This is an optimization exercise on Yosys and OpenROAD, whose aim is small area, a short achievable clock period and few clock cycles, not a production implementation. At most, simulation tests tie the RTL to the original design; equivalence was not proved.

## rtc_fields_to_epoch_seconds_unit
module rtc_fields_to_epoch_seconds_unit (
  input  logic      clk,
  input  logic      rst,
  input  logic      start,
  output logic      busy,
  input  rfes_pkg::rfes_in_t  fields,
  output logic      done,
  output rfes_pkg::rfes_out_t result,
  input  logic      cfg_write,
  input  logic      cfg_index,
  input  logic      cfg_data
);
Settings: LEC_CHECK=0, CAP_MARGIN=20, CORE_MARGIN=2, CORE_UTILIZATION=40, CTS_BUF_LIST=sky130_fd_sc_hd__clkbuf_8, SETUP_SLACK_MARGIN=3.5, SLEW_MARGIN=20; clock period 8.0 ns.
standard.sh (not shown) runs the stock make flow with config.mk's settings and CLKGATE_MAP_FILE= SYNTH_SCRIPT=/design/flow/synth_recipe.tcl, a recipe that flattens the netlist after the stock synthesis.
==> flow/flow/run.sh <==
#!/bin/bash
# Standard layout, with the port buffers made of the smallest buffer cell and
# Yosys's generic fine-grained ABC pass skipped, so that the adders written as
# gates reach full-adder extraction as written.
set -euo pipefail
bash standard.sh SYNTH_ARGS=-noabc BUFFER_PORTS_ARGS="-buffer_cell sky130_fd_sc_hd__buf_1" finish > standard_flow.log 2>&1
Testbench counts at the start, summed over its fixed seeds: cycles 2,112.
==> next run, changes <==
SETUP_SLACK_MARGIN = 4.0   (was 3.5)
=>
- final cell count climbs by 2.2%
- hold slack stays flat
- wire length climbs by 5.5%
- die area stays the same
- design area climbs by 4.4%
- critical path depth drops by 1
- sequential share of layout area drops by 0.66 points
- setup slack gains 0.18 ns
- global-route usage climbs by 0.48 points

* * *

Another version of the RTL of rtc_fields_to_epoch_seconds_unit (not shown whole).
Size in the first run: roughly 0.0064 sq mm of cells after synthesis.
==> flow/design.v (excerpt) <==
module rtc_fields_to_epoch_seconds_unit (
  input  logic      clk,
  input  logic      rst,
  input  logic      start,
  output logic      busy,
  input  rfes_pkg::rfes_in_t  fields,
  output logic      done,
  output rfes_pkg::rfes_out_t result,
  input  logic      cfg_write,
  input  logic      cfg_index,
  input  logic      cfg_data
);
Settings: LEC_CHECK=0, CAP_MARGIN=20, CORE_MARGIN=2, CORE_UTILIZATION=40, SETUP_SLACK_MARGIN=5, SLEW_MARGIN=20; clock period 8.0 ns.
run.sh (not shown) runs the stock make flow with config.mk's settings and CLKGATE_MAP_FILE= SYNTH_SCRIPT=/design/flow/synth_recipe.tcl, a recipe that flattens the netlist after the stock synthesis.
Stock flow here: none of the scripts above is used.
The baseline finished clean.
Rerun with:
Settings changed: ABC_CLOCK_PERIOD_IN_PS set to 3000, SETUP_SLACK_MARGIN 5 to not set.
First-iteration DRC count falls by 6.2%.
Cell area is lower by about 11%.
Wire length went down by about 11%.
Sequential share of layout area went up by 1.6 points.
Critical path depth is unchanged.
Via count went down by 5.9%.
Worst hold slack hardly moves.
Area after synthesis stays the same.
Clock skew went up by 0.0038 ns.
Register-to-register slack got worse by 0.69 ns.
Sequential cell count does not change.
Rerun with:
Settings changed: ABC_CLOCK_PERIOD_IN_PS 3000 to not set, SETUP_SLACK_MARGIN set to 4.5.
The new run finished with timing, DRC and antenna clean.
Setup slack is better by 0.78 ns.
Die area does not change.
Design area increases by 12%.
Cell count increases by about 4.3%.
Clock-buffer cell count decreases by 1.
Global-route usage increases by 1.1 points.
Sequential share of layout area decreases by 1.6 points.
Non-clock buffer count increases by 42.
No run of this note included a check of the RTL's function; only the layout flow was run.

* * *

rtc_fields_to_epoch_seconds_unit, a different RTL version from the one above (not shown whole).
For scale: about 740 cells after synthesis, ~140 flip-flops, ~0.0076 sq mm of cells after synthesis.
export LEC_CHECK = 0
export CAP_MARGIN = 20
export CORE_MARGIN = 2
export CORE_UTILIZATION = 40
export CTS_BUF_LIST = sky130_fd_sc_hd__clkbuf_16
export SETUP_SLACK_MARGIN = 5.0
export SLEW_MARGIN = 20
create_clock -name core_clock -period 8.0 [get_ports {clk}]
standard.sh (not shown) runs the stock make flow with config.mk's settings and CLKGATE_MAP_FILE= SYNTH_SCRIPT=/design/flow/synth_recipe.tcl, a recipe that flattens the netlist after the stock synthesis.
Scripts as last shown in full above: flow/flow/run.sh
The baseline produced a clean layout.
Testbench counts at the start, summed over its fixed seeds: cycles 2,144.
Edit:
==> flow/flow/run.sh (replaced) <==
#!/bin/bash
# Standard layout, with the port buffers made of the smallest buffer cell,
# Yosys's generic fine-grained ABC pass skipped (so that the adders written as
# gates reach full-adder extraction as written), and timing repair aiming
# 5.5 ns above the required setup slack.
set -euo pipefail
bash standard.sh SYNTH_ARGS=-noabc BUFFER_PORTS_ARGS="-buffer_cell sky130_fd_sc_hd__buf_1" SETUP_SLACK_MARGIN=5.5 finish > standard_flow.log 2>&1
Settings changed: CTS_BUF_LIST sky130_fd_sc_hd__clkbuf_16 to sky130_fd_sc_hd__clkbuf_8, SETUP_SLACK_MARGIN 5.0 to unset.
The changed run produced a clean layout.
Sequential share of layout area came out lower by 0.62 points.
Synthesized area stays the same.
Worst setup slack gets better by 0.15 ns.
Via count came out higher by a few percent.
Clock skew came out higher by 0.0084 ns.
Register-to-register slack gets better by 0.25 ns.
Global-route usage came out higher by 0.45 points.

* * *

Setup of yarrow:
Another version of the RTL of rtc_fields_to_epoch_seconds_unit (not shown whole).
For scale: roughly 720 cells after synthesis, roughly 140 flip-flops, ~89 I/O pins, about 7400 µm² of cells after synthesis.
Settings: LEC_CHECK=0, CAP_MARGIN=20, CORE_MARGIN=2, CORE_UTILIZATION=40, CTS_BUF_LIST=sky130_fd_sc_hd__clkbuf_8, SETUP_SLACK_MARGIN=4.7, SLEW_MARGIN=20; clock period 8.0 ns.
==> flow/flow/run.sh <==
#!/bin/bash
# Standard layout, with the port buffers made of the smallest buffer cell and
# Yosys's generic fine-grained ABC pass skipped, so that the adders written as
# gates reach full-adder extraction as written.
set -euo pipefail
bash standard.sh SYNTH_ARGS=-noabc BUFFER_PORTS_ARGS="-buffer_cell sky130_fd_sc_hd__buf_1" finish > standard_flow.log 2>&1
Both conditions hold for yarrow: the flow ran to the end and the final layout passed the timing, DRC and antenna checks.
Testbench counts of yarrow, summed over its fixed seeds: cycles 2,144.
## Diff of input files: zinc against yarrow
# yarrow
export LEC_CHECK = 0
export CAP_MARGIN = 20
export CORE_MARGIN = 2
export CORE_UTILIZATION = 40
export CTS_BUF_LIST = sky130_fd_sc_hd__clkbuf_8
export SETUP_SLACK_MARGIN = 4.7
export SLEW_MARGIN = 20
create_clock -name core_clock -period 8.0 [get_ports {clk}]
# zinc
export LEC_CHECK = 0
export CAP_MARGIN = 20
export CORE_MARGIN = 2
export CORE_UTILIZATION = 35
export CTS_BUF_LIST = sky130_fd_sc_hd__clkbuf_8
export SETUP_SLACK_MARGIN = 5.0
export SLEW_MARGIN = 20
create_clock -name core_clock -period 8.0 [get_ports {clk}]
Findings:
First-pass GRT wire length: zinc vs yarrow down about 1.6%. Wire: zinc routes more than yarrow. Across both runs, die outline width was higher for zinc than for yarrow. Design area in zinc is about 0.44% above yarrow. zinc: HPWL reported at the end of detailed placement is 320 µm higher than what yarrow reported. Between yarrow and zinc, required arrival time at the worst endpoint increased. Looking at wire length the detailed router placed on met1, zinc sits above yarrow.

* * *

Another version of the RTL of rtc_fields_to_epoch_seconds_unit (not shown whole).
For scale: roughly 690 cells after synthesis, ~89 flip-flops, about 89 I/O pins, ~6700 sq um of cells after synthesis.
export LEC_CHECK = 0
export CAP_MARGIN = 20
export CORE_MARGIN = 2
export CORE_UTILIZATION = 40
export CTS_BUF_LIST = sky130_fd_sc_hd__clkbuf_8
export SETUP_SLACK_MARGIN = 3.8
export SLEW_MARGIN = 20
create_clock -name core_clock -period 8.0 [get_ports {clk}]
Scripts as last shown in full above: flow/flow/run.sh
The starting point went through all stages and came out clean.
Testbench counts at the start, summed over its fixed seeds: cycles 2,112.
Change:
GPL_TIMING_DRIVEN = 1   (was unset)
SETUP_SLACK_MARGIN = 4.2   (was 3.8)
Utilization rose by 0.68 points. Die area does not change. Synthesized cell count is unchanged. Non-clock buffer count rose by 4. Worst setup slack gains 0.26 ns. Design area rose by 1.6%. Cell count rose by 0.42%. Clock-buffer cell count is unchanged. Maximum frequency rose by 7.0%.
Change:
CORE_UTILIZATION = 45   (was 40)
GPL_TIMING_DRIVEN = unset   (was 1)
Outcome: Maximum frequency falls by 2.1%. Count of clock-buffer cells in the layout increases by 2. Global-route usage went up by 2.5 points. Wire length grows by 2.9%. Sequential cell count does not change. Via count increases by 0.92%.
Change:
CAP_MARGIN = 0   (was 20)
CORE_UTILIZATION = 40   (was 45)
SLEW_MARGIN = 0   (was 20)
Effect: Worst setup slack is better by 0.077 ns. Via count falls slightly. Maximum frequency rises by a few percent. Worst hold slack is worse by 0.0061 ns. Sequential share of layout area falls by 0.17 points.

* * *

## lane 1
RTL: one of the versions met above, not the one the previous note started from.
Size in the first run: roughly 71 flip-flops, ~0.0064 mm^2 of cells after synthesis.
Design rtc_fields_to_epoch_seconds_unit, start of the top module:
module rtc_fields_to_epoch_seconds_unit (
  input  logic      clk,
  input  logic      rst,
  input  logic      start,
  output logic      busy,
  input  rfes_pkg::rfes_in_t  fields,
  output logic      done,
  output rfes_pkg::rfes_out_t result,
  input  logic      cfg_write,
  input  logic      cfg_index,
  input  logic      cfg_data
);
  logic        bcd_mode;
  logic        twelve_hour_mode;
  always_ff @(posedge clk) begin
    if (rst) begin
      bcd_mode         <= 1'b1;
      twelve_hour_mode <= 1'b0;
    end else if (cfg_write) begin
      case (cfg_index)
        rfes_pkg::CFG_BCD_MODE:  bcd_mode         <= cfg_data;
        rfes_pkg::CFG_TWELVE_HR: twelve_hour_mode <= cfg_data;
        default:       bcd_mode         <= bcd_mode;
      endcase
    end
  end
  assign busy = 1'b0;
  logic [5:0]  sec6;
  logic [5:0]  min6;
  logic [4:0]  hv5;
  logic [5:0]  day6;
  logic [6:0]  yr7;
  logic [3:0]  mon4;
  logic [4:0]  hr5;
  logic [3:0]  h12;
  logic        leap;
  logic [4:0]  mlen;
  logic        err_sec, err_min, err_hr, err_day, err_mon, err_yr, err_all;
  logic t0;
  logic t1;
  logic t2;
  logic t3;
  logic t4;
  logic t5;
  logic t6;
  logic t7;
  logic t8;
  logic t9;
  logic t10;
  logic t11;
  logic t12;
  logic t13;
  logic t14;
  logic t15;
  logic t16;
  logic t17;
  logic t18;
  logic t19;
  logic t20;
  logic t21;
  logic t22;
  logic t23;
  logic t24;
  logic t25;
  logic t26;
  logic t27;
  logic t28;
  logic t29;
  logic t30;
  logic t31;
  logic t32;
  logic t33;
  logic t34;
  logic t35;
  logic t36;
  logic t37;
  logic t38;
  logic t39;
  logic t40;
  logic t41;
  logic t42;
  logic t43;
  logic t44;
  logic t45;
  logic t46;
  logic t47;
  logic t48;
  logic t49;
  logic t50;
  logic t51;
  logic t52;
  logic t53;
  logic t54;
  logic t55;
  logic t56;
  logic t57;
  logic t58;
  logic t59;
  logic t60;
  logic t61;
  logic t62;
  logic t63;
  logic t64;
  logic t65;
  logic t66;
  logic t67;
  logic t68;
  logic t69;
  logic t70;
  logic t71;
  logic t72;
  logic t73;
  logic t74;
  logic t75;
  logic t76;
  logic t77;
  logic t78;
  ...
clock: 8.0 ns
lec_check: 0
cap_margin: 20
core_margin: 2
core_utilization: 40
slew_margin: 20
run.sh (not shown) runs the stock make flow with config.mk's settings and CLKGATE_MAP_FILE= SYNTH_SCRIPT=/design/flow/synth_recipe.tcl, a recipe that flattens the netlist after the stock synthesis.
Stock flow here: none of the scripts above is used.
[inputs] lane 2 vs lane 1
- setting ABC_CLOCK_PERIOD_IN_PS to 3000 for the first time
- setting SETUP_SLACK_MARGIN to 3.5 for the first time
### Flow results
- No run among lane 2 and lane 1 stopped early or left any final violation; all are clean.
- Looking only at number of global-route vias before repair, and setting everything else aside, the higher value of lane 2 and lane 1 goes to lane 1.
- On global-route usage, lane 1 tracks lane 2 almost exactly.
- Compared with lane 1, lane 2 shows a higher net total in the final layout.
- The lower final period utilization came out of lane 2.
No functional check of the RTL was part of any run of this note.

* * *

job 4649:
rtc_fields_to_epoch_seconds_unit, a different RTL version from the one above (not shown whole).
Size: roughly 650 cells after synthesis, ~94 flip-flops, about 89 I/O pins, about 0.0065 sq mm of cells after synthesis.
export LEC_CHECK = 0
export CAP_MARGIN = 20
export CORE_MARGIN = 2
export CORE_UTILIZATION = 40
export CTS_BUF_LIST = sky130_fd_sc_hd__clkbuf_8
export SETUP_SLACK_MARGIN = 4.5
export SLEW_MARGIN = 20
create_clock -name core_clock -period 8.0 [get_ports {clk}]
standard.sh (not shown) runs the stock make flow with config.mk's settings and CLKGATE_MAP_FILE= SYNTH_SCRIPT=/design/flow/synth_recipe.tcl, a recipe that flattens the netlist after the stock synthesis.
Scripts as last shown in full above: flow/flow/run.sh
Modified inputs, job 3509 compared to job 4649
# job 4649
export LEC_CHECK = 0
export CAP_MARGIN = 20
export CORE_MARGIN = 2
export CORE_UTILIZATION = 40
export CTS_BUF_LIST = sky130_fd_sc_hd__clkbuf_8
export SETUP_SLACK_MARGIN = 4.5
export SLEW_MARGIN = 20
create_clock -name core_clock -period 8.0 [get_ports {clk}]
# job 3509
export LEC_CHECK = 0
export CAP_MARGIN = 20
export CORE_MARGIN = 2
export CORE_UTILIZATION = 40
export CTS_BUF_LIST = sky130_fd_sc_hd__clkbuf_8
export SETUP_SLACK_MARGIN = 4.2
export SLEW_MARGIN = 20
create_clock -name core_clock -period 8.0 [get_ports {clk}]
[summary]
- Standard cell area after detailed placement delta (job 4649 -> job 3509): insignificant
- Looking at total wirelength of the detailed-routed design across job 4649 and job 3509, the one that comes out higher is job 4649.
- Comparing job 4649 against job 3509, there is no change at all in final-report hold violation count.
- Job 3509 has fraction of area in registers above what job 4649 had.
- Job 3509 has completed all stages; timing, DRC and antenna checks passed.
- Job 3509 against job 4649: final setup slack of the worst path fell by 0.057 ns.
- Cell area came out lower on job 3509 than on job 4649.
- Compared with job 4649, job 3509 shows a lower global-route wire length before repair.
Function was not checked in any run of this note: the RTL went through the layout flow alone.

* * *

== run 1 ==
Another version of the RTL of rtc_fields_to_epoch_seconds_unit (not shown whole).
For scale: ~620 cells after synthesis, about 89 I/O pins, roughly 6100 µm² of cells after synthesis.
==> flow/config.mk <==
export PLATFORM = sky130hd
export DESIGN_NAME = rtc_fields_to_epoch_seconds_unit
export DESIGN_NICKNAME = rtc_fields_to_epoch_seconds_unit
export VERILOG_FILES = /design/flow/design.v
export SDC_FILE = /design/flow/constraint.sdc
export NUM_CORES = 4
export LEC_CHECK = 0
export CAP_MARGIN = 20
export CORE_MARGIN = 2
export CORE_UTILIZATION = 40
export SETUP_SLACK_MARGIN = 4.5
export SLEW_MARGIN = 20
==> flow/constraint.sdc <==
create_clock -name core_clock -period 8.0 [get_ports {clk}]
set_input_delay 1.6000 -clock core_clock [delete_from_list [all_inputs] [get_ports {clk}]]
set_output_delay 1.6000 -clock core_clock [all_outputs]
set_load 0.01 [all_outputs]
Scripts as last shown in full above: flow/flow/run.sh
Testbench counts of run 1, summed over its fixed seeds: cycles 2,112.
Edits applied to the flow inputs when going from run 1 to run 2:
Settings: a change of CORE_UTILIZATION from 40 to 75; a change of SETUP_SLACK_MARGIN from 4.5 to 3.5; an added CTS_BUF_LIST of sky130_fd_sc_hd__clkbuf_8.
Against run 1, die area in run 2 fell by more than a quarter. Compared with run 1, multi-input logic area in run 2 decreased by a few percent. Transition time of the tightest slew-check pin ended up 21 ps higher on run 2 than on run 1. Wire length of the first global-routing pass was higher in run 2 than in run 1. Run 2 against run 1: number of nets at the end of the flow shrank by 22; design area shrank by 610 µm². Against run 1, run 2 comes in 108 lower on number of standard cells in the layout, taps in and fillers out.

-- what the ideal ports hide --
Ports are ideal in the flow. The routed layouts listed here were re-timed in OpenROAD.
Step 1: set_driving_cell puts a clkbuf_16 on clk and a buf_2 on each other input, an assumption about the parent block.
Step 2 adds t to the input delays and takes it off the output delays; t is the mean of the earliest and latest rising clock arrival at the registers after step 1. Input paths then give back, and output paths get back, about the clock's delay inside the block.
Slacks: ideal ports / drivers / drivers and shift; pairs: ideal ports / drivers.
run	t, ns	slack for setup (ns)	hold WS [ns]	clock arrival spread, ns	cell pins on the clock port's net
the first run of note 1	0.405	3.730 / 3.693 / 3.799	0.334 / 0.334 / 0.334	0.006 / 0.005	1
the second run of note 1	0.410	3.911 / 3.875 / 4.148	0.334 / 0.334 / 0.334	0.011 / 0.011	1
the first run of note 2	0.394	3.520 / 3.520 / 3.520	0.327 / 0.327 / 0.327	0.008 / 0.008	1
the second run of note 2	0.384	2.834 / 2.834 / 2.834	0.327 / 0.327 / 0.327	0.011 / 0.012	1
the third run of note 2	0.380	3.616 / 3.616 / 3.616	0.326 / 0.326 / 0.326	0.008 / 0.008	1
the first run of note 3	0.453	5.180 / 5.181 / 4.748	0.325 / 0.325 / 0.325	0.010 / 0.009	1
the second run of note 3	0.487	5.326 / 5.322 / 4.834	0.332 / 0.332 / 0.332	0.018 / 0.019	1
yarrow	0.468	5.074 / 5.074 / 4.710	0.328 / 0.328 / 0.328	0.012 / 0.011	1
zinc	0.480	5.185 / 5.185 / 4.738	0.324 / 0.324 / 0.324	0.023 / 0.023	1
the first run of note 5	0.409	4.066 / 4.066 / 4.066	0.331 / 0.331 / 0.331	0.015 / 0.015	1
the second run of note 5	0.410	4.325 / 4.292 / 4.325	0.331 / 0.331 / 0.331	0.016 / 0.016	1
the third run of note 5	0.405	4.248 / 4.210 / 4.347	0.337 / 0.337 / 0.337	0.015 / 0.015	1
the fourth run of note 5	0.410	4.325 / 4.292 / 4.325	0.331 / 0.331 / 0.331	0.016 / 0.016	1
lane 1	0.384	2.834 / 2.834 / 2.834	0.327 / 0.327 / 0.327	0.011 / 0.012	1
lane 2	0.387	3.641 / 3.641 / 3.641	0.326 / 0.326 / 0.326	0.012 / 0.011	1
job 4649	0.411	4.310 / 4.275 / 4.356	0.336 / 0.336 / 0.336	0.016 / 0.016	1
job 3509	0.409	4.253 / 4.219 / 4.254	0.331 / 0.331 / 0.331	0.020 / 0.020	1
run 1	0.372	3.887 / 3.887 / 3.887	0.330 / 0.330 / 0.330	0.010 / 0.010	1
run 2	0.379	3.511 / 3.511 / 3.511	0.332 / 0.332 / 0.332	0.024 / 0.023	1
After both steps setup and hold are still met in every run listed. The setup slack of the second run of note 3, which loses most, moves by -0.004 ns with the drivers and by -0.492 ns with both steps.
